This design comes from an exercise in tuning for small area, a short achievable clock period and few clock cycles on the open sky130 flow, not from production work.
RTL that was checked went through simulation tests only; none was proved equivalent to the original.
For runs 2 to 6, only the layout was checked, not whether the RTL still works.

==> flow/design.v (outline; a module is shown in full before it is edited, if it fits) <==
// module cmult_round_sat: 10 lines
// module axis_cmult: 3106 lines
// module cmult_fa: 4 lines
// module cmult_ha: 4 lines
module axis_cmult
#(
  parameter int IN_WIDTH  = 16,
  parameter int OUT_WIDTH = 16,
  parameter int SHIFT     = 15,
  parameter int ROUND     = 1
) (
  input  logic                     aclk,
  input  logic                     areset,
  input  logic [2*IN_WIDTH-1:0]    s_axis_a_tdata,
  input  logic                     s_axis_a_tvalid,
  output logic                     s_axis_a_tready,
  input  logic                     s_axis_a_tlast,
  input  logic [2*IN_WIDTH-1:0]    s_axis_b_tdata,
  input  logic                     s_axis_b_tvalid,
  output logic                     s_axis_b_tready,
  input  logic                     conj_b,
  output logic [2*OUT_WIDTH-1:0]   m_axis_tdata,
  output logic                     m_axis_tvalid,
  input  logic                     m_axis_tready,
  output logic                     m_axis_tlast,
  output logic                     ovf_sticky,
  input  logic                     ovf_clr
);
  // ...
==> flow/flow/run.sh <==
#!/bin/bash
# Own layout flow: the standard ORFS flow (standard.sh, standard synthesis unchanged)
# with extra ORFS make variables appended to its make command line.
set -euo pipefail
EXTRA=$(cat flow/extra_vars.txt)
sed "s|\"\${@:-finish}\"|$EXTRA \"\${@:-finish}\"|" standard.sh > my_standard.sh
bash my_standard.sh > flow_make.log 2>&1
==> flow/flow/extra_vars.txt <==
BUFFER_PORTS_ARGS="-buffer_cell sky130_fd_sc_hd__buf_1"
==> flow/standard.sh <==
#!/bin/bash
# synth_recipe.tcl (not shown) runs the flow's synth.tcl, then flattens the netlist and writes it again
# the make line also repeats each setting of config.mk as NAME=value (left out here)
make -C /OpenROAD-flow-scripts/flow DESIGN_CONFIG=/design/flow/config.mk WORK_HOME=/design/flow/orfs CLKGATE_MAP_FILE= SYNTH_SCRIPT=/design/flow/synth_recipe.tcl "${@:-finish}"
==> flow/config.mk <==
export PLATFORM = sky130hd
export DESIGN_NAME = axis_cmult
export DESIGN_NICKNAME = axis_cmult
export VERILOG_FILES = /design/flow/design.v
export SDC_FILE = /design/flow/constraint.sdc
export NUM_CORES = 4
export LEC_CHECK = 0
export CAP_MARGIN = 20
export CORE_MARGIN = 2
export CORE_UTILIZATION = 40
export SETUP_SLACK_MARGIN = 4.0
export SLEW_MARGIN = 20
export SYNTH_HIERARCHICAL = 1
==> flow/constraint.sdc <==
create_clock -name core_clock -period 8.5 [get_ports {aclk}]
set_input_delay 1.7000 -clock core_clock [delete_from_list [all_inputs] [get_ports {aclk}]]
set_output_delay 1.7000 -clock core_clock [all_outputs]
set_load 0.01 [all_outputs]
==> results.sh, run 1 <==
export IMPL_grt_pass1_vias=24845
export IMPL_synthCells=2649
export IMPL_slowest_stage="fa_1"
export IMPL_layout_cells_non_filler=3684
export IMPL_clk_latency_ps=570
export IMPL_globalplace_congestion=0.858
export IMPL_dr_wl_met2_mm=43.4
export IMPL_wl_met3_mm=9.86
export IMPL_hold_end="l3"
export IMPL_drt_initial_drc_count=2672
export IMPL_cp_cell_sequence="buf_4 -> xnor2_1 -> fa_1 -> fa_1 -> fa_1 -> fa_1 -> fa_1 -> fa_1"
export IMPL_status="timing/DRC/antenna clean"
export IMPL_design_area_um2=33500
export IMPL_cp_max_fo=36
export IMPL_largestRegisters="d3: 32 flops, ai: 16 flops, ar: 16 flops"
export IMPL_io_buffer_count=108
export IMPL_cp_common_cell="fa_1"
export IMPL_core_um2=76200
export IMPL_root_buffer="clkbuf_16"
export IMPL_clk_share_pct=3.43
export IMPL_die_w_um=282
Testbench counts, summed over its fixed seeds: cycles 24,024.
==> run 2, diff against run 1 <==
--- a/flow/design.v
+++ b/flow/design.v
@@ -866,16 +866,17 @@
   logic re_s777;
   logic re_c778;
   logic re_s779;
   logic re_c780;
   logic re_s781;
   logic re_c782;
   logic re_s783;
   logic re_c784;
+  logic [9:0] re_lo;
   logic im_p785;
   logic im_p786;
   logic im_p787;
   logic im_p788;
   logic im_p789;
   logic im_p790;
   logic im_p791;
   logic im_p792;
@@ -1650,16 +1651,17 @@
   logic im_s1561;
   logic im_c1562;
   logic im_s1563;
   logic im_c1564;
   logic im_s1565;
   logic im_c1566;
   logic im_s1567;
   logic im_c1568;
+  logic [9:0] im_lo;
   assign re_p1 = (br_one[0] & ar[0]) ^ br_neg[0];
   assign re_p2 = ((br_one[0] & ar[1]) | (br_two[0] & ar[0])) ^ br_neg[0];
   assign re_p3 = ((br_one[0] & ar[2]) | (br_two[0] & ar[1])) ^ br_neg[0];
   assign re_p4 = ((br_one[0] & ar[3]) | (br_two[0] & ar[2])) ^ br_neg[0];
   assign re_p5 = ((br_one[0] & ar[4]) | (br_two[0] & ar[3])) ^ br_neg[0];
   assign re_p6 = ((br_one[0] & ar[5]) | (br_two[0] & ar[4])) ^ br_neg[0];
   assign re_p7 = ((br_one[0] & ar[6]) | (br_two[0] & ar[5])) ^ br_neg[0];
   assign re_p8 = ((br_one[0] & ar[7]) | (br_two[0] & ar[6])) ^ br_neg[0];
@@ -2178,16 +2180,17 @@
   cmult_fa u_re_s769 (.a(re_c638), .b(re_s707), .c(re_c706), .s(re_s769), .co(re_c770));
   cmult_fa u_re_s771 (.a(re_s645), .b(re_c708), .c(re_s709), .s(re_s771), .co(re_c772));
   cmult_fa u_re_s773 (.a(re_s649), .b(re_c710), .c(re_s711), .s(re_s773), .co(re_c774));
   cmult_fa u_re_s775 (.a(re_c650), .b(re_s713), .c(re_c712), .s(re_s775), .co(re_c776));
   cmult_fa u_re_s777 (.a(re_s657), .b(re_c714), .c(re_s715), .s(re_s777), .co(re_c778));
   cmult_fa u_re_s779 (.a(re_c658), .b(re_s717), .c(re_c716), .s(re_s779), .co(re_c780));
   cmult_fa u_re_s781 (.a(re_c660), .b(re_s719), .c(re_c718), .s(re_s781), .co(re_c782));
   cmult_fa u_re_s783 (.a(~re_p272), .b(re_s721), .c(re_c720), .s(re_s783), .co(re_c784));
+  assign re_lo = {1'b0, {re_c738, re_c736, re_c734, re_c732, re_c730, re_c728, re_c726, re_c724, re_s723}} + {1'b0, {re_s739, re_s737, re_s735, re_s733, re_s731, re_s729, re_s727, re_s725, re_s663}};
   assign im_p785 = (br_one[0] & ai[0]) ^ br_neg[0];
   assign im_p786 = ((br_one[0] & ai[1]) | (br_two[0] & ai[0])) ^ br_neg[0];
   assign im_p787 = ((br_one[0] & ai[2]) | (br_two[0] & ai[1])) ^ br_neg[0];
   assign im_p788 = ((br_one[0] & ai[3]) | (br_two[0] & ai[2])) ^ br_neg[0];
   assign im_p789 = ((br_one[0] & ai[4]) | (br_two[0] & ai[3])) ^ br_neg[0];
   assign im_p790 = ((br_one[0] & ai[5]) | (br_two[0] & ai[4])) ^ br_neg[0];
   assign im_p791 = ((br_one[0] & ai[6]) | (br_two[0] & ai[5])) ^ br_neg[0];
   assign im_p792 = ((br_one[0] & ai[7]) | (br_two[0] & ai[6])) ^ br_neg[0];
@@ -2706,34 +2709,18 @@
   cmult_fa u_im_s1553 (.a(im_c1422), .b(im_s1491), .c(im_c1490), .s(im_s1553), .co(im_c1554));
   cmult_fa u_im_s1555 (.a(im_s1429), .b(im_c1492), .c(im_s1493), .s(im_s1555), .co(im_c1556));
   cmult_fa u_im_s1557 (.a(im_s1433), .b(im_c1494), .c(im_s1495), .s(im_s1557), .co(im_c1558));
   cmult_fa u_im_s1559 (.a(im_c1434), .b(im_s1497), .c(im_c1496), .s(im_s1559), .co(im_c1560));
   cmult_fa u_im_s1561 (.a(im_s1441), .b(im_c1498), .c(im_s1499), .s(im_s1561), .co(im_c1562));
   cmult_fa u_im_s1563 (.a(im_c1442), .b(im_s1501), .c(im_c1500), .s(im_s1563), .co(im_c1564));
   cmult_fa u_im_s1565 (.a(im_c1444), .b(im_s1503), .c(im_c1502), .s(im_s1565), .co(im_c1566));
   cmult_fa u_im_s1567 (.a(~im_p1056), .b(im_s1505), .c(im_c1504), .s(im_s1567), .co(im_c1568));
-  logic re_q0_0;
-  logic re_q0_1;
-  logic re_q1_0;
-  logic re_q1_1;
-  logic re_q2_0;
-  logic re_q2_1;
-  logic re_q3_0;
-  logic re_q3_1;
-  logic re_q4_0;
-  logic re_q4_1;
-  logic re_q5_0;
-  logic re_q5_1;
-  logic re_q6_0;
-  logic re_q6_1;
-  logic re_q7_0;
-  logic re_q7_1;
-  logic re_q8_0;
-  logic re_q8_1;
+  assign im_lo = {1'b0, {im_c1522, im_c1520, im_c1518, im_c1516, im_c1514, im_c1512, im_c1510, im_c1508, im_s1507}} + {1'b0, {im_s1523, im_s1521, im_s1519, im_s1517, im_s1515, im_s1513, im_s1511, im_s1509, im_s1447}};
+  logic re_cin;
   logic re_q9_0;
   logic re_q9_1;
   logic re_q10_0;
   logic re_q10_1;
   logic re_q11_0;
   logic re_q11_1;
   logic re_q12_0;
   logic re_q12_1;
@@ -2770,34 +2757,17 @@
   logic re_q28_0;
   logic re_q28_1;
   logic re_q29_0;
   logic re_q29_1;
   logic re_q30_0;
   logic re_q30_1;
   logic re_q31_0;
   logic re_q31_1;
-  logic im_q0_0;
-  logic im_q0_1;
-  logic im_q1_0;
-  logic im_q1_1;
-  logic im_q2_0;
-  logic im_q2_1;
-  logic im_q3_0;
-  logic im_q3_1;
-  logic im_q4_0;
-  logic im_q4_1;
-  logic im_q5_0;
-  logic im_q5_1;
-  logic im_q6_0;
-  logic im_q6_1;
-  logic im_q7_0;
-  logic im_q7_1;
-  logic im_q8_0;
-  logic im_q8_1;
+  logic im_cin;
   logic im_q9_0;
   logic im_q9_1;
   logic im_q10_0;
   logic im_q10_1;
   logic im_q11_0;
   logic im_q11_1;
   logic im_q12_0;
   logic im_q12_1;
@@ -2837,34 +2807,17 @@
   logic im_q29_1;
   logic im_q30_0;
   logic im_q30_1;
   logic im_q31_0;
   logic im_q31_1;
   always_ff @(posedge aclk) begin
     if (go) begin
       l2 <= l1;
-      re_q0_0 <= re_s723;
-      re_q0_1 <= re_s663;
-      re_q1_0 <= re_c724;
-      re_q1_1 <= re_s725;
-      re_q2_0 <= re_c726;
-      re_q2_1 <= re_s727;
-      re_q3_0 <= re_c728;
-      re_q3_1 <= re_s729;
-      re_q4_0 <= re_c730;
-      re_q4_1 <= re_s731;
-      re_q5_0 <= re_c732;
-      re_q5_1 <= re_s733;
-      re_q6_0 <= re_c734;
-      re_q6_1 <= re_s735;
-      re_q7_0 <= re_c736;
-      re_q7_1 <= re_s737;
-      re_q8_0 <= re_c738;
-      re_q8_1 <= re_s739;
+      re_cin <= re_lo[9];
       re_q9_0 <= re_c740;
       re_q9_1 <= re_s741;
       re_q10_0 <= re_c742;
       re_q10_1 <= re_s743;
       re_q11_0 <= re_c744;
       re_q11_1 <= re_s745;
       re_q12_0 <= re_c746;
       re_q12_1 <= re_s747;
@@ -2901,34 +2854,17 @@
       re_q28_0 <= re_c778;
       re_q28_1 <= re_s779;
       re_q29_0 <= re_c780;
       re_q29_1 <= re_s781;
       re_q30_0 <= re_c782;
       re_q30_1 <= re_s783;
       re_q31_0 <= re_c784;
       re_q31_1 <= re_c722;
-      im_q0_0 <= im_s1507;
-      im_q0_1 <= im_s1447;
-      im_q1_0 <= im_c1508;
-      im_q1_1 <= im_s1509;
-      im_q2_0 <= im_c1510;
-      im_q2_1 <= im_s1511;
-      im_q3_0 <= im_c1512;
-      im_q3_1 <= im_s1513;
-      im_q4_0 <= im_c1514;
-      im_q4_1 <= im_s1515;
-      im_q5_0 <= im_c1516;
-      im_q5_1 <= im_s1517;
-      im_q6_0 <= im_c1518;
-      im_q6_1 <= im_s1519;
-      im_q7_0 <= im_c1520;
-      im_q7_1 <= im_s1521;
-      im_q8_0 <= im_c1522;
-      im_q8_1 <= im_s1523;
+      im_cin <= im_lo[9];
       im_q9_0 <= im_c1524;
       im_q9_1 <= im_s1525;
       im_q10_0 <= im_c1526;
       im_q10_1 <= im_s1527;
       im_q11_0 <= im_c1528;
       im_q11_1 <= im_s1529;
       im_q12_0 <= im_c1530;
       im_q12_1 <= im_s1531;
@@ -2967,36 +2903,22 @@
       im_q29_0 <= im_c1564;
       im_q29_1 <= im_s1565;
       im_q30_0 <= im_c1566;
       im_q30_1 <= im_s1567;
       im_q31_0 <= im_c1568;
       im_q31_1 <= im_c1506;
     end
   end
-  logic [32:0] re_x, re_y;
-  logic [32:0] im_x, im_y;
-  assign re_x[0] = re_q0_0;
-  assign re_y[0] = re_q0_1;
-  assign re_x[1] = re_q1_0;
-  assign re_y[1] = re_q1_1;
-  assign re_x[2] = re_q2_0;
-  assign re_y[2] = re_q2_1;
-  assign re_x[3] = re_q3_0;
-  assign re_y[3] = re_q3_1;
-  assign re_x[4] = re_q4_0;
-  assign re_y[4] = re_q4_1;
-  assign re_x[5] = re_q5_0;
-  assign re_y[5] = re_q5_1;
-  assign re_x[6] = re_q6_0;
-  assign re_y[6] = re_q6_1;
-  assign re_x[7] = re_q7_0;
-  assign re_y[7] = re_q7_1;
-  assign re_x[8] = re_q8_0;
-  assign re_y[8] = re_q8_1;
+  logic [32:9] re_x, re_y;
+  logic [23:0] re_sum;
+  logic [17:0] re_top;
+  logic [32:9] im_x, im_y;
+  logic [23:0] im_sum;
+  logic [17:0] im_top;
   assign re_x[9] = re_q9_0;
   assign re_y[9] = re_q9_1;
   assign re_x[10] = re_q10_0;
   assign re_y[10] = re_q10_1;
   assign re_x[11] = re_q11_0;
   assign re_y[11] = re_q11_1;
   assign re_x[12] = re_q12_0;
   assign re_y[12] = re_q12_1;
@@ -3035,34 +2957,18 @@
   assign re_x[29] = re_q29_0;
   assign re_y[29] = re_q29_1;
   assign re_x[30] = re_q30_0;
   assign re_y[30] = re_q30_1;
   assign re_x[31] = re_q31_0;
   assign re_y[31] = re_q31_1;
   assign re_x[32] = 1'b1;
   assign re_y[32] = 1'b0;
-  assign im_x[0] = im_q0_0;
-  assign im_y[0] = im_q0_1;
-  assign im_x[1] = im_q1_0;
-  assign im_y[1] = im_q1_1;
-  assign im_x[2] = im_q2_0;
-  assign im_y[2] = im_q2_1;
-  assign im_x[3] = im_q3_0;
-  assign im_y[3] = im_q3_1;
-  assign im_x[4] = im_q4_0;
-  assign im_y[4] = im_q4_1;
-  assign im_x[5] = im_q5_0;
-  assign im_y[5] = im_q5_1;
-  assign im_x[6] = im_q6_0;
-  assign im_y[6] = im_q6_1;
-  assign im_x[7] = im_q7_0;
-  assign im_y[7] = im_q7_1;
-  assign im_x[8] = im_q8_0;
-  assign im_y[8] = im_q8_1;
+  assign re_sum = re_x + re_y + re_cin;
+  assign re_top = re_sum[23:6];
   assign im_x[9] = im_q9_0;
   assign im_y[9] = im_q9_1;
   assign im_x[10] = im_q10_0;
   assign im_y[10] = im_q10_1;
   assign im_x[11] = im_q11_0;
   assign im_y[11] = im_q11_1;
   assign im_x[12] = im_q12_0;
   assign im_y[12] = im_q12_1;
@@ -3101,23 +3007,22 @@
   assign im_x[29] = im_q29_0;
   assign im_y[29] = im_q29_1;
   assign im_x[30] = im_q30_0;
   assign im_y[30] = im_q30_1;
   assign im_x[31] = im_q31_0;
   assign im_y[31] = im_q31_1;
   assign im_x[32] = 1'b1;
   assign im_y[32] = 1'b0;
-  logic [32:0] re_sum, im_sum;
-  assign re_sum = re_x + re_y;
-  assign im_sum = im_x + im_y;
+  assign im_sum = im_x + im_y + im_cin;
+  assign im_top = im_sum[23:6];
   logic [15:0] re_q, im_q;
   logic ovf_re, ovf_im;
-  cmult_round_sat u_rs_re (.top(re_sum[32:15]), .dout(re_q), .ovf(ovf_re));
-  cmult_round_sat u_rs_im (.top(im_sum[32:15]), .dout(im_q), .ovf(ovf_im));
+  cmult_round_sat u_rs_re (.top(re_top), .dout(re_q), .ovf(ovf_re));
+  cmult_round_sat u_rs_im (.top(im_top), .dout(im_q), .ovf(ovf_im));
   logic [31:0] d3;
   logic ovf_q;
   always_ff @(posedge aclk) begin
     if (go) begin
       d3 <= {im_q, re_q};
       l3 <= l2;
     end
   end
==> flow/run.sh (new file) <==
#!/bin/bash
# synth_recipe.tcl (not shown) runs the flow's synth.tcl, then flattens the netlist and writes it again
# the make line also repeats each setting of config.mk as NAME=value (left out here)
make -C /OpenROAD-flow-scripts/flow DESIGN_CONFIG=/design/flow/config.mk WORK_HOME=/design/flow/orfs CLKGATE_MAP_FILE= SYNTH_SCRIPT=/design/flow/synth_recipe.tcl finish
==> flow/config.mk (replaced) <==
export PLATFORM = sky130hd
export DESIGN_NAME = axis_cmult
export DESIGN_NICKNAME = axis_cmult
export VERILOG_FILES = /design/flow/design.v
export SDC_FILE = /design/flow/constraint.sdc
export NUM_CORES = 4
export LEC_CHECK = 0
export CAP_MARGIN = 20
export CORE_MARGIN = 2
export CORE_UTILIZATION = 40
export SETUP_SLACK_MARGIN = 4.5
export SLEW_MARGIN = 20
export SYNTH_HIERARCHICAL = 1
removed: flow/flow/run.sh
removed: flow/flow/extra_vars.txt
removed: flow/standard.sh
==> results.sh, run 2 <==
export IMPL_wl_met3_mm=16.9
export IMPL_synthAdderAreaFrac_pct=36.3
export IMPL_startpoint_type="register"
export IMPL_top_layer="met5"
export IMPL_tightest_slew_ps=913
export IMPL_synth_most_common_cell="xnor2_1"
export IMPL_diodes=0
export IMPL_finalSetupViolations=0
export IMPL_cp_cell_sequence="buf_12 -> a22oi_2 -> xnor2_1 -> fa_2 -> fa_1 -> fa_1 -> fa_2 -> fa_1 -> fa_2"
export IMPL_finalCriticalPeriod_ps=4270
export IMPL_layout_common_cells="xnor2_1, a22oi_1, fa_1, edfxtp_1, buf_4"
export IMPL_overflow=0
export IMPL_yosys_area_share_xor_xnor_pct=17.7
export IMPL_ys_seq_area_share_pct=22.5
export IMPL_ys_warn_count=8
export IMPL_rr_startpoint="br_two[1]"
export IMPL_rows=99
export IMPL_fillCellCount=6177
export IMPL_max_cap_violations=0
export IMPL_clock_sinks=221
export IMPL_h_tree_depth=1
export IMPL_status="timing/DRC/antenna clean"
export IMPL_cts_tree="yes"
export IMPL_drt_initial_drc_count=3079
export IMPL_hpwlAfterDp_mm=58.9
export IMPL_slew_viol_final=0
export IMPL_dieArea_um2=75700
export IMPL_hold_ws_ps=418
export IMPL_synthArstFlopShare_pct=1.81
export IMPL_grt_start_max_net_pins=74
export IMPL_largest_reg_flops=32
export IMPL_period_share_pct=50.2
export IMPL_grt_pass1_vias=25292
export IMPL_synth_edf_count=217
export IMPL_synth_top_cell_by_area="fa_1"
export IMPL_crit_start="br_two[1]"
export IMPL_ys_ff_latch=221
export IMPL_ant_nets=0
export IMPL_fin_ws_ps=4230
export IMPL_core_um2=72800
export IMPL_max_freq_ghz=0.234
export IMPL_final_setup_tns_ps=0
export IMPL_synthCells=2555
export IMPL_cp_end_kind="register"
export IMPL_wl_per_cell_um=30.6
export IMPL_slowest_stage="fa_1"
export IMPL_yosysUniqueCellTypes=51
export IMPL_critPathMaxStageDelay_ps=540
export IMPL_post_place_ws_ps=2930
export IMPL_synthesis_area_um2=29400
export IMPL_ys_flop_type="edfxtp_1"
export IMPL_first_pass_iters=8
export IMPL_hold_path_startpoint="l2"
export IMPL_area_growth_pct=25.4
export IMPL_fp_dieH_um=275
export IMPL_globalplace_congestion=0.919
export IMPL_synth_top_area_share_pct=31.7
export IMPL_grt_pass1_wl_mm=164
export IMPL_die_w_um=275
export IMPL_relSlewSlack_pct=39.1
export IMPL_io_pins=109
export IMPL_track_usage_pct=29.3
export IMPL_ys_top_cells_by_count="xnor2_1, a22oi_1, fa_1"
export IMPL_hp_class="register to register"
export IMPL_worstPathArrival_ps=4560
export IMPL_numCtsBuffers=28
export IMPL_finalNetCount=3338
export IMPL_crit_required_ps=8800
export IMPL_wl_met1_mm=39.2
export IMPL_top_register="d3"
export IMPL_synth_compound_area_share_pct=16.5
export IMPL_synth_area_per_cell_um2=11.5
export IMPL_clkTransAtPathRegs_ps=60
export IMPL_final_common_cell="xnor2_1"
export IMPL_cts_path_max_buffers=3
export IMPL_netlist_top_cells_area="fa_1, edfxtp_1, xnor2_1"
export IMPL_crit_type="register to register"
export IMPL_drive_gt1_share_pct=23.6
export IMPL_clk_latency_ps=620
export IMPL_initial_core_util_pct=40.4
export IMPL_largestRegisters="d3: 32 flops, ai: 16 flops, ar: 16 flops"
export IMPL_fin_skew_ps=69.9
export IMPL_cp_max_fo=16
export IMPL_vias_per_cell=6.43
export IMPL_root_buffer="clkbuf_16"
export IMPL_yosys_area_share_simple_pct=2.90
export IMPL_dr_wl_met2_mm=47.9
export IMPL_path_buf_inv=1
export IMPL_io_buffer_count=108
export IMPL_crit_family="adder cells"
export IMPL_synthMuxAreaShare_pct=0
export IMPL_rsz0062_at_grt="true"
export IMPL_finalHoldViolCount=0
export IMPL_dr_total_vias=23625
export IMPL_totalWireLength_mm=112
export IMPL_synth_top_family_by_area="adder cells"
export IMPL_drc=0
export IMPL_antenna_found_initial=1
## run 2: layer usage
metal / global-route usage, % / up-vias
met3: 10.4 / 576
li1: - / 9286
met4: 17.6 / 2
met1: 36.3 / 11769
met5: 0 / -
met2: 43.9 / 1992
## run 2: per-module statistics from Yosys (local to each module, per instance)
| module | times used | flip-flops and latches |
|---|---|---|
| cmult_ha | 46 | 0 |
| axis_cmult | 1 | 221 |
| cmult_fa | 466 | 0 |
| cmult_round_sat | 2 | 0 |
## run 2: worst paths after layout
path                       endpoint  slack, ps  cells past startpoint
max                        re_q16_1       4230                      9
min                              l3        420                      0
max reg2reg                re_q16_1       4230                      9
min reg2reg                      l3        420                      0
max in group asynchronous     ovf_q       7150                      3
min in group asynchronous        v1       1250                      3
## run 2: logic make-up after synthesis
kind of cell	after synthesis
DFF	221
adders and majority gates	574
xor gates and xnor gates	596
buffers and inverters	307
AOI/OAI and AO/OA	680
and+or+nand+nor	176
other	1
## run 2: timing repair
item,in CTS,in global routing
gates cloned,40,8
gates resized for setup,344,200
endpoints found under the setup margin,135,80
pin swaps,81,122
setup buffers,115,18
hold buffers,0,0
## run 2: final cells by class
class,instances,area (um2),area share (%)
multi-input cells,2046,23100,62.6
repair inverters,1,5.00,0.0136
clock inverters,16,206,0.560
well taps,959,1200,3.25
repair buffers,376,4990,13.5
inverters,18,71.3,0.193
flip-flops and latches,221,6620,17.9
clock buffers,35,727,1.97
## run 2: metrics by stage
stage | utilization (%) | cells | instance area [um2]
2_1_floorplan | - | 2572 | 29600
3_3_place_gp | 43.0 | 3438 | 31300
3_5_place_dp | 43.1 | 3440 | 31400
4_1_cts | 49.1 | 3646 | 35700
5_1_grt | 50.6 | 3672 | 36900
6_report | 50.6 | 3672 | 36900
==> run 3, diff against run 2 <==
--- a/flow/config.mk
+++ b/flow/config.mk
@@ -10,3 +10,3 @@
 export CORE_UTILIZATION = 40
-export SETUP_SLACK_MARGIN = 4.5
+export SETUP_SLACK_MARGIN = 4.0
 export SLEW_MARGIN = 20
==> results.sh, run 3 <==
export IMPL_netlist_top_cells_area="fa_1, edfxtp_1, xnor2_1"
export IMPL_relSlewSlack_pct=34.5
export IMPL_cp_max_fo=36
export IMPL_finalHoldViolCount=0
export IMPL_ys_warn_count=8
export IMPL_largestRegisters="d3: 32 flops, ai: 16 flops, ar: 16 flops"
export IMPL_root_buffer="clkbuf_16"
export IMPL_initial_core_util_pct=40.4
export IMPL_track_usage_pct=25.0
export IMPL_tightest_slew_ps=983
export IMPL_worstPathArrival_ps=4770
export IMPL_clock_sinks=221
export IMPL_r2r_slack_ps=4060
export IMPL_ctsHoldBuffers=0
export IMPL_max_freq_ghz=0.225
export IMPL_totalWireLength_mm=94.5
export IMPL_timing_rr_end="im_q19_0"
export IMPL_drt_initial_drc_count=2374
export IMPL_grt_pass1_vias=23553
export IMPL_ys_flop_type="edfxtp_1"
export IMPL_first_pass_iters=6
export IMPL_rr_worst_depth=8
export IMPL_diodes=0
export IMPL_io_buffer_count=108
export IMPL_final_common_cell="xnor2_1"
export IMPL_hold_depth=0
export IMPL_hold_end="l3"
export IMPL_rows=99
export IMPL_ys_top_cells_by_count="xnor2_1, a22oi_1, fa_1"
export IMPL_status="timing/DRC/antenna clean"
export IMPL_hp_class="register to register"
export IMPL_synth_edf_count=217
export IMPL_finalNetCount=3170
export IMPL_crit_type="register to register"
export IMPL_synthArstFlopShare_pct=1.81
export IMPL_fp_dieH_um=275
export IMPL_rsz0062_at_grt="true"
export IMPL_post_route_util_pct=44.6
export IMPL_cts_path_max_buffers=3
export IMPL_cts_tree="yes"
export IMPL_layout_common_cells="xnor2_1, a22oi_1, fa_1, edfxtp_1, ha_1"
export IMPL_startpoint_type="register"
export IMPL_ant_nets=0
export IMPL_yosysUniqueCellTypes=51
export IMPL_max_cap_violations=0
export IMPL_synthesis_area_um2=29400
export IMPL_h_tree_depth=1
export IMPL_synth_most_common_cell="xnor2_1"
export IMPL_drc=0
export IMPL_crit_required_ps=8820
export IMPL_hpwlAfterDp_mm=59.4
export IMPL_finalSetupViolations=0
export IMPL_drive_gt1_share_pct=6.36
export IMPL_largest_reg_flops=32
export IMPL_synth_top_cell_by_area="fa_1"
export IMPL_top_register="d3"
export IMPL_clk_latency_ps=610
export IMPL_grt_pass1_wl_mm=143
export IMPL_hold_path_startpoint="l2"
export IMPL_wl_per_cell_um=27.0
export IMPL_finalCriticalPeriod_ps=4440
export IMPL_area_growth_pct=10.3
export IMPL_slew_viol_final=0
export IMPL_synthCells=2555
export IMPL_dr_total_vias=21681
export IMPL_cp_end_kind="register"
export IMPL_globalplace_congestion=0.872
export IMPL_core_um2=72800
export IMPL_final_setup_tns_ps=0
export IMPL_grt_start_max_net_pins=77
export IMPL_die_w_um=275
export IMPL_ys_ff_latch=221
export IMPL_dieArea_um2=75700
export IMPL_synth_area_per_cell_um2=11.5
export IMPL_period_share_pct=52.3
export IMPL_rr_startpoint="br_neg[6]"
export IMPL_synth_top_area_share_pct=31.7
export IMPL_numCtsBuffers=30
export IMPL_ys_seq_area_share_pct=22.5
export IMPL_vias_per_cell=6.18
export IMPL_clkTransAtPathRegs_ps=60
export IMPL_fin_skew_ps=20.2
export IMPL_io_pins=109
export IMPL_antenna_found_initial=1
export IMPL_overflow=0
-- run 3: cell counts after synthesis --
Identical to the previous run, type by type.
-- run 3: final cells by class --
cell class | count | area [um2]
Sequential cell | 221 | 6620
Timing Repair Buffer | 208 | 1920
Timing Repair inverter | 1 | 5.00
Tap cell | 959 | 1200
Clock buffer | 33 | 783
Multi-Input combinational cell | 2044 | 21700
Inverter | 18 | 71.3
Fill cell | 6662 | 40400
Clock inverter | 22 | 134
-- run 3: routing by layer --
layer	vias to the layer above	GRT usage (%)	part of all wire (%)
li1	8912	-	-
met5	-	0	0
met2	1350	39.6	46
met1	11107	32.4	39
met3	312	5.99	11
met4	0	12.2	4.9
-- run 3: per-module statistics from Yosys, one instance, submodules excluded --
module | cells inside | flops+latches
cmult_fa | 1 | 0
cmult_round_sat | 57 | 0
cmult_ha | 1 | 0
axis_cmult | 1929 | 221
-- run 3: worst max-delay path, stage by stage, from the launching register on --
cell and delay (ps):
edfxtp_1 330, buf_4 610, xnor2_1 210, fa_1 580, fa_1 620, fa_1 460
fa_1 420, fa_1 460, fa_1 450
-- run 3: worst max path at each step --
stage | depth (start not counted) | end | slack, ps | from
4_1_cts | 9 | im_q19_1 | 4060 | ai[3]
2_1_floorplan | 3 | s_axis_a_tready | 1510 | m_axis_tready
3_5_place_dp | 5 | s_axis_b_tready | 3280 | m_axis_tready
6_report | 8 | im_q19_0 | 4060 | br_neg[6]
5_1_grt | 8 | im_q19_1 | 3990 | br_neg[6]
3_3_place_gp | 5 | s_axis_b_tready | 3340 | m_axis_tready
-- run 3: logic make-up (layout without fill, tap and decap cells) --
kind of cell,after synthesis,in the layout,share of synthesized area [%]
XOR/XNOR,596,596,17.7
AND/OR/NAND/NOR,176,176,2.90
flip-flops,221,221,22.5
AO/OA/AOI/OAI,680,680,16.5
other,1,18,0.0127
adder cells (fa/ha/maj),574,574,36.3
buffers and inverters,307,282,4.06
-- run 3: what timing repair did --
item                                    in CTS  in global routing
endpoints found under the setup margin      25                  8
gates resized for setup                      3                  6
setup buffers                                8                  0
gates cloned                                 1                  0
-- run 3: through the flow --
stage                     cells  hold WS (ps)  setup slack, ps  area (um2)
after floorplan            2572           400             1510       29500
after detailed placement   3438           407             3280       31400
after global placement     3436           402             3340       31300
after global routing       3506           437             3990       32400
after CTS                  3502           419             4060       32300
final                      3506           417             4060       32400
==> run 4, diff against run 3 <==
==> flow/flow/run.sh (new file) <==
#!/bin/bash
# Own layout flow: the standard ORFS flow (standard.sh, standard synthesis unchanged)
# with extra ORFS make variables appended to its make command line.
set -euo pipefail
EXTRA=$(cat flow/extra_vars.txt)
sed "s|\"\${@:-finish}\"|$EXTRA \"\${@:-finish}\"|" standard.sh > my_standard.sh
bash my_standard.sh > flow_make.log 2>&1
==> flow/flow/extra_vars.txt (new file) <==
BUFFER_PORTS_ARGS="-buffer_cell sky130_fd_sc_hd__buf_1"
==> flow/standard.sh (new file) <==
#!/bin/bash
# synth_recipe.tcl (not shown) runs the flow's synth.tcl, then flattens the netlist and writes it again
# the make line also repeats each setting of config.mk as NAME=value (left out here)
make -C /OpenROAD-flow-scripts/flow DESIGN_CONFIG=/design/flow/config.mk WORK_HOME=/design/flow/orfs CLKGATE_MAP_FILE= SYNTH_SCRIPT=/design/flow/synth_recipe.tcl "${@:-finish}"
--- a/flow/config.mk
+++ b/flow/config.mk
@@ -10,3 +10,3 @@
 export CORE_UTILIZATION = 40
-export SETUP_SLACK_MARGIN = 4.0
+export SETUP_SLACK_MARGIN = 4.25
 export SLEW_MARGIN = 20
removed: flow/run.sh
==> results.sh, run 4 <==
export IMPL_status="timing/DRC/antenna clean"
export IMPL_finalSetupViolations=0
export IMPL_tightest_slew_ps=1060
export IMPL_clkTransAtPathRegs_ps=60
export IMPL_finalNetCount=3195
export IMPL_top_register="d3"
export IMPL_diodes=0
export IMPL_track_usage_pct=25.5
export IMPL_max_cap_violations=0
export IMPL_final_setup_tns_ps=0
export IMPL_design_area_um2=32500
export IMPL_top_layer="met4"
export IMPL_drive_gt1_share_pct=7.89
export IMPL_ys_flop_type="edfxtp_1"
export IMPL_initial_core_util_pct=40.4
export IMPL_rsz0062_at_grt="false"
export IMPL_h_tree_depth=1
export IMPL_wl_met3_mm=10.9
export IMPL_register_area_um2=6620
export IMPL_hp_class="register to register"
export IMPL_largestRegisters="d3: 32 flops, ai: 16 flops, ar: 16 flops"
export IMPL_dr_total_vias=21942
export IMPL_ant_nets=0
export IMPL_overflow=0
export IMPL_synthesis_area_um2=29400
export IMPL_post_place_ws_ps=3640
export IMPL_die_w_um=275
export IMPL_dieArea_um2=75700
export IMPL_hpwlAfterDp_mm=60.7
export IMPL_first_pass_iters=6
export IMPL_drt_initial_drc_count=2739
export IMPL_slew_viol_final=0
export IMPL_crit_type="register to register"
export IMPL_dpl_cell_area_um2=30700
export IMPL_numCtsBuffers=30
export IMPL_grt_pass1_vias=23779
export IMPL_yosysUniqueCellTypes=51
export IMPL_startpoint_type="register"
export IMPL_drc=0
export IMPL_relSlewSlack_pct=29.3
export IMPL_clock_sinks=221
export IMPL_synth_most_common_cell="xnor2_1"
export IMPL_final_common_cell="xnor2_1"
export IMPL_largest_reg_flops=32
export IMPL_synth_top_area_share_pct=31.7
export IMPL_globalplace_congestion=0.951
export IMPL_root_buffer="clkbuf_16"
export IMPL_totalWireLength_mm=96.1
export IMPL_io_pins=109
export IMPL_fin_ws_ps=4310
export IMPL_synth_area_per_cell_um2=11.5
export IMPL_ys_warn_count=8
export IMPL_fp_dieH_um=275
export IMPL_fillCellCount=6695
export IMPL_synthArstFlopShare_pct=1.81
export IMPL_slowest_stage="fa_1"
export IMPL_grt_pass1_wl_mm=146
export IMPL_finalCriticalPeriod_ps=4190
export IMPL_io_buffer_count=108
export IMPL_synth_edf_count=217
export IMPL_fin_skew_ps=37.5
export IMPL_vias_per_cell=6.21
export IMPL_clk_latency_ps=610
export IMPL_place_inst=3437
export IMPL_dr_wl_met2_mm=43.1
export IMPL_layout_cells_non_filler=3531
export IMPL_crit_required_ps=8820
export IMPL_cp_end_kind="register"
export IMPL_max_freq_ghz=0.239
export IMPL_rows=99
export IMPL_synth_top_cell_by_area="fa_1"
export IMPL_area_growth_pct=10.5
export IMPL_ys_top_cells_by_count="xnor2_1, a22oi_1, fa_1"
export IMPL_worstPathArrival_ps=4510
export IMPL_cts_tree="yes"
export IMPL_cp_cell_sequence="buf_8 -> a22oi_1 -> xnor2_1 -> fa_1 -> fa_1 -> fa_1 -> fa_1 -> fa_1 -> fa_1"
export IMPL_finalHoldViolCount=0
export IMPL_cp_common_cell="fa_1"
export IMPL_antenna_found_initial=1
export IMPL_ys_ff_latch=221
export IMPL_period_share_pct=49.3
export IMPL_hold_ws_ps=418
export IMPL_multi_input_area_um2=21800
export IMPL_grt_start_max_net_pins=77
export IMPL_layout_common_cells="xnor2_1, a22oi_1, fa_1, edfxtp_1"
export IMPL_wl_met1_mm=37.7
export IMPL_critPathMaxStageDelay_ps=570
export IMPL_netlist_top_cells_area="fa_1, edfxtp_1, xnor2_1"
export IMPL_synthCells=2555
export IMPL_wl_per_cell_um=27.2
export IMPL_cts_path_max_buffers=3
export IMPL_ys_seq_area_share_pct=22.5
export IMPL_cp_max_fo=32
export IMPL_core_um2=72800
run 4: path summary, 6_finish.rpt:
check | depth (start not counted) | slack [ps] | startpoint | endpoint
max | 9 | 4310 | br_two[3] | im_q19_1
min | 0 | 420 | l2 | l3
max reg2reg | 9 | 4310 | br_two[3] | im_q19_1
min reg2reg | 0 | 420 | l2 | l3
max in group asynchronous | 2 | 7340 | areset | v1
min in group asynchronous | 2 | 980 | areset | ovf_q
run 4: metrics by stage:
stage	utilization, %
global route	44.6
floorplan	-
CTS	44.0
global placement	42.0
detailed placement	42.1
finish	44.6
run 4: timing repair:
| action | CTS | global route |
|---|---|---|
| endpoints found under the setup margin | 64 | 38 |
| endpoints found under the hold margin | 0 | 0 |
| pin swaps | 0 | 2 |
| setup buffers | 22 | 12 |
| hold buffers | 0 | 0 |
| resized for setup | 37 | 92 |
| cloned | 1 | 1 |
run 4: critical path: cells and delay by family (launching register included):
family / cells / cell delay (ps)
adder cells (fa/ha/maj): 6 / 2870
AO/OA/AOI/OAI: 1 / 160
flip-flops: 1 / 360
XOR/XNOR: 1 / 180
buffers and inverters: 1 / 310
run 4: per-module statistics from Yosys, one instance, submodules excluded:
module / area, um2 / copies in the design
cmult_fa: 20.0 / 466
axis_cmult: 18900 / 1
cmult_round_sat: 333 / 2
cmult_ha: 12.5 / 46
run 4: per-layer routing:
layer	vias up	GRT usage, %
met4	0	11.8
met1	11161	33.6
met5	-	0
met2	1518	39.5
li1	8974	-
met3	289	6.57
run 4: cell type report:
class,instances,area share [%]
clock buffer,35,2.43
clock inverter,20,0.693
inverter,18,0.219
multi-input combinational,2044,67.0
sequential,221,20.4
tap,959,3.69
timing repair buffer,233,5.55
timing repair inverter,1,0.0154
run 4: logic make-up after synthesis:
group                      share of synthesized area (%)
DFF                                                 22.5
buffers and inverters                               4.06
other                                             0.0127
and+or+nand+nor                                     2.90
adders and majority gates                           36.3
AOI/OAI and AO/OA                                   16.5
xor gates and xnor gates                            17.7
==> run 5, diff against run 4 <==
--- a/flow/config.mk
+++ b/flow/config.mk
@@ -10,3 +10,3 @@
 export CORE_UTILIZATION = 40
-export SETUP_SLACK_MARGIN = 4.25
+export SETUP_SLACK_MARGIN = 4.0
 export SLEW_MARGIN = 20
==> results.sh, run 5 <==
export IMPL_status="timing/DRC/antenna clean"
export IMPL_crit_type="register to register"
export IMPL_synth_top_cell_by_area="fa_1"
export IMPL_hold_ws_ps=418
export IMPL_cp_end_kind="register"
export IMPL_fin_skew_ps=58.7
export IMPL_hold_depth=0
export IMPL_hp_class="register to register"
export IMPL_netlist_top_cells_area="fa_1, edfxtp_1, xnor2_1"
export IMPL_fin_ws_ps=4040
export IMPL_register_area_um2=6620
export IMPL_top_register="d3"
export IMPL_layout_common_cells="xnor2_1, a22oi_1, fa_1, edfxtp_1"
export IMPL_totalWireLength_mm=97.8
export IMPL_ys_top_cells_by_count="xnor2_1, a22oi_1, fa_1"
export IMPL_largestRegisters="d3: 32 flops, ai: 16 flops, ar: 16 flops"
export IMPL_ys_ff_latch=221
export IMPL_grt_pass1_wl_mm=147
export IMPL_drive_gt1_share_pct=6.13
export IMPL_synthCells=2555
export IMPL_synth_top_area_share_pct=31.7
export IMPL_vias_per_cell=6.30
export IMPL_place_inst=3441
export IMPL_antenna_found_initial=0
export IMPL_period_share_pct=52.5
export IMPL_clkTransAtPathRegs_ps=60
export IMPL_dieArea_um2=75700
export IMPL_final_common_cell="xnor2_1"
export IMPL_synthArstFlopShare_pct=1.81
export IMPL_max_cap_violations=0
export IMPL_layout_cells_non_filler=3507
export IMPL_ctsHoldBuffers=0
export IMPL_crit_required_ps=8790
export IMPL_globalplace_congestion=0.898
export IMPL_drc=0
export IMPL_io_buffer_count=108
export IMPL_rows=99
export IMPL_dr_total_vias=22091
export IMPL_grt_pass1_vias=23924
export IMPL_ys_warn_count=8
export IMPL_finalHoldViolCount=0
export IMPL_drt_initial_drc_count=2533
export IMPL_grt_start_max_net_pins=149
export IMPL_largest_reg_flops=32
export IMPL_slew_viol_final=0
export IMPL_numCtsBuffers=29
export IMPL_rsz0062_at_grt="false"
export IMPL_finalCriticalPeriod_ps=4460
export IMPL_die_w_um=275
export IMPL_track_usage_pct=25.8
export IMPL_fp_dieH_um=275
export IMPL_io_pins=109
export IMPL_wl_per_cell_um=27.9
export IMPL_cts_tree="yes"
export IMPL_root_buffer="clkbuf_16"
export IMPL_final_setup_tns_ps=0
export IMPL_ant_nets=0
export IMPL_max_freq_ghz=0.224
export IMPL_cp_max_fo=32
export IMPL_synthesis_area_um2=29400
export IMPL_rr_worst_depth=9
export IMPL_core_um2=72800
export IMPL_overflow=0
export IMPL_yosysUniqueCellTypes=51
export IMPL_area_growth_pct=8.07
export IMPL_synth_edf_count=217
export IMPL_tightest_slew_ps=1060
export IMPL_finalNetCount=3169
export IMPL_fillCellCount=6728
export IMPL_clk_latency_ps=610
export IMPL_relSlewSlack_pct=28.5
export IMPL_h_tree_depth=1
export IMPL_hpwlAfterDp_mm=60.0
export IMPL_finalSetupViolations=0
export IMPL_ys_flop_type="edfxtp_1"
export IMPL_clock_sinks=221
export IMPL_synth_area_per_cell_um2=11.5
export IMPL_ys_seq_area_share_pct=22.5
export IMPL_cts_path_max_buffers=3
export IMPL_multi_input_area_um2=21700
export IMPL_worstPathArrival_ps=4750
export IMPL_post_place_ws_ps=3690
export IMPL_synth_most_common_cell="xnor2_1"
export IMPL_first_pass_iters=6
export IMPL_startpoint_type="register"
export IMPL_initial_core_util_pct=40.4
==> run 5: cell types whose count changed in the layout (fill, tap and decap cells not counted), sizes merged <==
cell      delta
buf         -17
clkbuf       -5
clkinv       -5
diode        +2
bufinv       -1
clkinvlp     +1
inv          +1
==> run 5: final timing paths <==
path                             to   start  slack (ps)
setup reg to reg           re_q18_1   ar[1]        4040
setup / recovery           re_q18_1   ar[1]        4040
min in group asynchronous        v3  areset        1000
hold reg to reg                  l3      l2         420
hold / removal                   l3      l2         420
max in group asynchronous        v1  areset        7330
==> run 5: cell families (layout without fill, tap and decap cells) <==
| family | after synthesis | in the layout | share of synthesized area [%] |
|---|---|---|---|
| and+or+nand+nor | 176 | 176 | 2.90 |
| adders and majority gates | 574 | 574 | 36.3 |
| xor gates and xnor gates | 596 | 596 | 17.7 |
| other | 1 | 20 | 0.0127 |
| buffers and inverters | 307 | 281 | 4.06 |
| DFF | 221 | 221 | 22.5 |
| AOI/OAI and AO/OA | 680 | 680 | 16.5 |
==> run 5: metal layers <==
layer,vias up,global-route usage (%),routed length [um]
met5,-,0,0
met4,0,11.9,4630
met3,362,6.37,12200
met2,1726,40.2,44000
met1,11095,33.8,37000
li1,8908,-,-
==> run 5: repair_timing <==
action | 4_1_cts | 5_1_grt
setup buffers | 4 | 6
setup endpoints to repair | 26 | 9
gates cloned | 0 | 0
gates resized for setup | 3 | 7
==> run 5: cell type report <==
| class | count | area share, % |
|---|---|---|
| Clock buffer | 37 | 2.38 |
| Inverter | 18 | 0.224 |
| Tap cell | 959 | 3.77 |
| Clock inverter | 17 | 0.582 |
| Sequential cell | 221 | 20.8 |
| Timing Repair Buffer | 209 | 3.90 |
| Multi-Input combinational cell | 2044 | 68.3 |
| Antenna cell | 2 | 0.0157 |
==> run 5: worst max-delay path, stage by stage (launching register included) <==
cell and delay [ps]:
edfxtp_1 320, buf_4 500, a22oi_1 200, xnor2_1 210, fa_1 560, fa_1 590
fa_1 430, fa_1 400, fa_1 510, fa_1 410
==> run 5: modules after synthesis (local to each module, per instance) <==
module           flops+latches  copies in the design  cells  cell area [um2]
axis_cmult                 221                     1   1929            18900
cmult_round_sat              0                     2     57              333
cmult_fa                     0                   466      1             20.0
cmult_ha                     0                    46      1             12.5
==> run 5: through the flow <==
step	util, %	area [um2]
2_1_floorplan	-	29500
3_3_place_gp	42.1	30700
3_5_place_dp	42.1	30700
4_1_cts	43.5	31700
5_1_grt	43.6	31800
6_report	43.7	31800
==> run 6, diff against run 5 <==
--- a/flow/config.mk
+++ b/flow/config.mk
@@ -10,3 +10,3 @@
 export CORE_UTILIZATION = 40
-export SETUP_SLACK_MARGIN = 4.0
+export SETUP_SLACK_MARGIN = 4.5
 export SLEW_MARGIN = 20
==> results.sh, run 6 <==
export IMPL_status="timing/DRC/antenna clean"
export IMPL_startpoint_type="register"
export IMPL_endpoint="re_q15_1"
export IMPL_synthCells=2555
export IMPL_dieArea_um2=75700
export IMPL_synth_edf_count=217
export IMPL_post_place_ws_ps=3560
export IMPL_clock_sinks=221
export IMPL_ys_top_cells_by_count="xnor2_1, a22oi_1, fa_1"
export IMPL_wl_per_cell_um=29.7
export IMPL_core_um2=72800
export IMPL_fin_ws_ps=4360
export IMPL_totalWireLength_mm=107
export IMPL_antenna_found_initial=4
export IMPL_ys_ff_latch=221
export IMPL_synth_top_cell_by_area="fa_1"
export IMPL_numCtsBuffers=28
export IMPL_netlist_top_cells_area="fa_1, edfxtp_1, xnor2_1"
export IMPL_final_common_cell="xnor2_1"
export IMPL_io_pins=109
export IMPL_finalNetCount=3263
export IMPL_slowest_stage="fa_2"
export IMPL_cp_common_cell="fa_2"
export IMPL_track_usage_pct=27.5
export IMPL_critPathMaxStageDelay_ps=550
export IMPL_layout_common_cells="xnor2_1, a22oi_1, fa_1, edfxtp_1, ha_1"
export IMPL_hpwlAfterDp_mm=61.6
export IMPL_relSlewSlack_pct=37.6
export IMPL_post_route_util_pct=47.7
export IMPL_globalplace_congestion=0.895
export IMPL_first_pass_iters=6
export IMPL_rr_startpoint="br_one[5]"
export IMPL_initial_core_util_pct=40.4
export IMPL_ys_flop_type="edfxtp_1"
export IMPL_final_setup_tns_ps=0
export IMPL_r2r_slack_ps=4360
export IMPL_yosysUniqueCellTypes=51
export IMPL_cp_end_kind="register"
export IMPL_root_buffer="clkbuf_16"
export IMPL_area_growth_pct=18.0
export IMPL_design_area_um2=34700
export IMPL_drc=0
export IMPL_clk_latency_ps=610
export IMPL_finalSetupViolations=0
export IMPL_largestRegisters="d3: 32 flops, ai: 16 flops, ar: 16 flops"
export IMPL_ys_warn_count=8
export IMPL_synthesis_area_um2=29400
export IMPL_fin_skew_ps=20.6
export IMPL_hp_class="register to register"
export IMPL_timing_rr_end="re_q15_1"
export IMPL_cp_cell_sequence="buf_6 -> a22oi_2 -> xnor2_2 -> fa_1 -> fa_2 -> fa_2 -> fa_2 -> fa_2 -> fa_1"
export IMPL_rows=99
export IMPL_cp_max_fo=8
export IMPL_synth_most_common_cell="xnor2_1"
export IMPL_crit_start="br_one[5]"
export IMPL_cts_path_max_buffers=3
export IMPL_io_buffer_count=108
export IMPL_vias_per_cell=6.39
export IMPL_ant_nets=0
export IMPL_rsz0062_at_grt="true"
export IMPL_clkTransAtPathRegs_ps=60
export IMPL_die_w_um=275
export IMPL_finalHoldViolCount=0
export IMPL_grt_pass1_vias=24104
export IMPL_dr_total_vias=23019
export IMPL_drive_gt1_share_pct=17.8
export IMPL_crit_required_ps=8840
export IMPL_grt_pass1_wl_mm=155
export IMPL_synth_area_per_cell_um2=11.5
export IMPL_fp_dieH_um=275
export IMPL_overflow=0
export IMPL_grt_start_max_net_pins=71
export IMPL_cts_tree="yes"
export IMPL_max_freq_ghz=0.242
export IMPL_slew_viol_final=0
export IMPL_h_tree_depth=1
export IMPL_synth_top_area_share_pct=31.7
export IMPL_largest_reg_flops=32
export IMPL_period_share_pct=48.7
export IMPL_crit_type="register to register"
export IMPL_ys_seq_area_share_pct=22.5
export IMPL_tightest_slew_ps=931
export IMPL_max_cap_violations=0
export IMPL_top_register="d3"
export IMPL_drt_initial_drc_count=2898
export IMPL_finalCriticalPeriod_ps=4140
export IMPL_rr_worst_depth=9
export IMPL_worstPathArrival_ps=4480
export IMPL_dpl_cell_area_um2=30800
export IMPL_synthArstFlopShare_pct=1.81
## run 6: cell counts after synthesis
Identical to the previous run, type by type.
## run 6: routing by layer
layer  vias up  GRT usage (%)  part of all wire (%)  wire, um
li1       9124              -                     -         -
met3       431           7.86                    13     14100
met2      1786           42.9                    44     47400
met4         2           12.9                   5.8      6180
met5         -              0                 0.011        12
met1     11676           35.5                    37     39100
## run 6: logic make-up after synthesis
kind of cell	share of synthesized area [%]
AOI/OAI and AO/OA	16.5
xor gates and xnor gates	17.7
adders and majority gates	36.3
buffers and inverters	4.06
DFF	22.5
other	0.0127
and+or+nand+nor	2.90
## run 6: through the flow
step | hold slack, ps | instances
floorplan | 400 | 2572
global placement | 401 | 3431
detailed placement | 405 | 3439
CTS | 420 | 3560
global route | 438 | 3599
finish | 418 | 3600
## run 6: worst min path at each step
stage,cells past startpoint,slack (ps),to,start
2_1_floorplan,0,400,l2,l1
3_3_place_gp,0,400,l2,l1
3_5_place_dp,0,410,l2,l1
4_1_cts,0,420,l2,l1
5_1_grt,0,440,l3,l2
6_report,0,420,l2,l1
## run 6: critical path: cells and delay by family (launching register included)
kind | cells | cell delay [ps]
compound gates | 1 | 200
flops | 1 | 510
buf+inv | 1 | 220
xor+xnor | 1 | 140
fa+ha+maj | 6 | 2830
## run 6: cell type report
cell class / count / area [um2]
sequential: 221 / 6620
antenna: 2 / 5.00
timing repair buffer: 301 / 3210
clock buffer: 29 / 704
tap: 959 / 1200
inverter: 18 / 71.3
multi-input combinational: 2045 / 22600
timing repair inverter: 2 / 10.0
fill: 6539 / 38100
clock inverter: 23 / 268
## run 6: timing repair
item,in CTS,in global routing
setup buffers,54,29
hold buffers,0,0
resized for setup,216,196
setup endpoints to repair,87,66
pin swaps,41,110
cloned,15,9
## run 6: Yosys stat by module (local to each module, per instance)
module,area (um2),cells
cmult_ha,12.5,1
cmult_round_sat,333,57
cmult_fa,20.0,1
axis_cmult,18900,1929

re-timing with driven ports:
Ports are ideal in the flow. The routed layouts listed here were re-timed in OpenROAD. Step 1 sets driving cells, clkbuf_16 on the clock port and buf_2 on the other inputs (assumed; they add their load-dependent delay and slew). Step 2 times the ports against the registers' clock, not the clock port: input delays grow and output delays shrink by t, the midpoint of the rising clock arrivals with the driver on. Three values: no drivers, after step 1, after step 2; two values: the first two.
run | t (ns) | slack for setup (ns) | latest minus earliest clock arrival (ns)
run 1 | 0.624 | 4.113 / 4.113 / 4.113 | 0.029 / 0.030
run 2 | 0.647 | 4.234 / 4.234 / 4.234 | 0.070 / 0.070
run 3 | 0.654 | 4.055 / 4.055 / 4.055 | 0.022 / 0.022
run 4 | 0.649 | 4.307 / 4.307 / 4.307 | 0.038 / 0.038
run 5 | 0.635 | 4.041 / 4.041 / 4.041 | 0.059 / 0.059
run 6 | 0.657 | 4.361 / 4.361 / 4.361 | 0.021 / 0.021
After both steps every run listed still meets setup and hold.
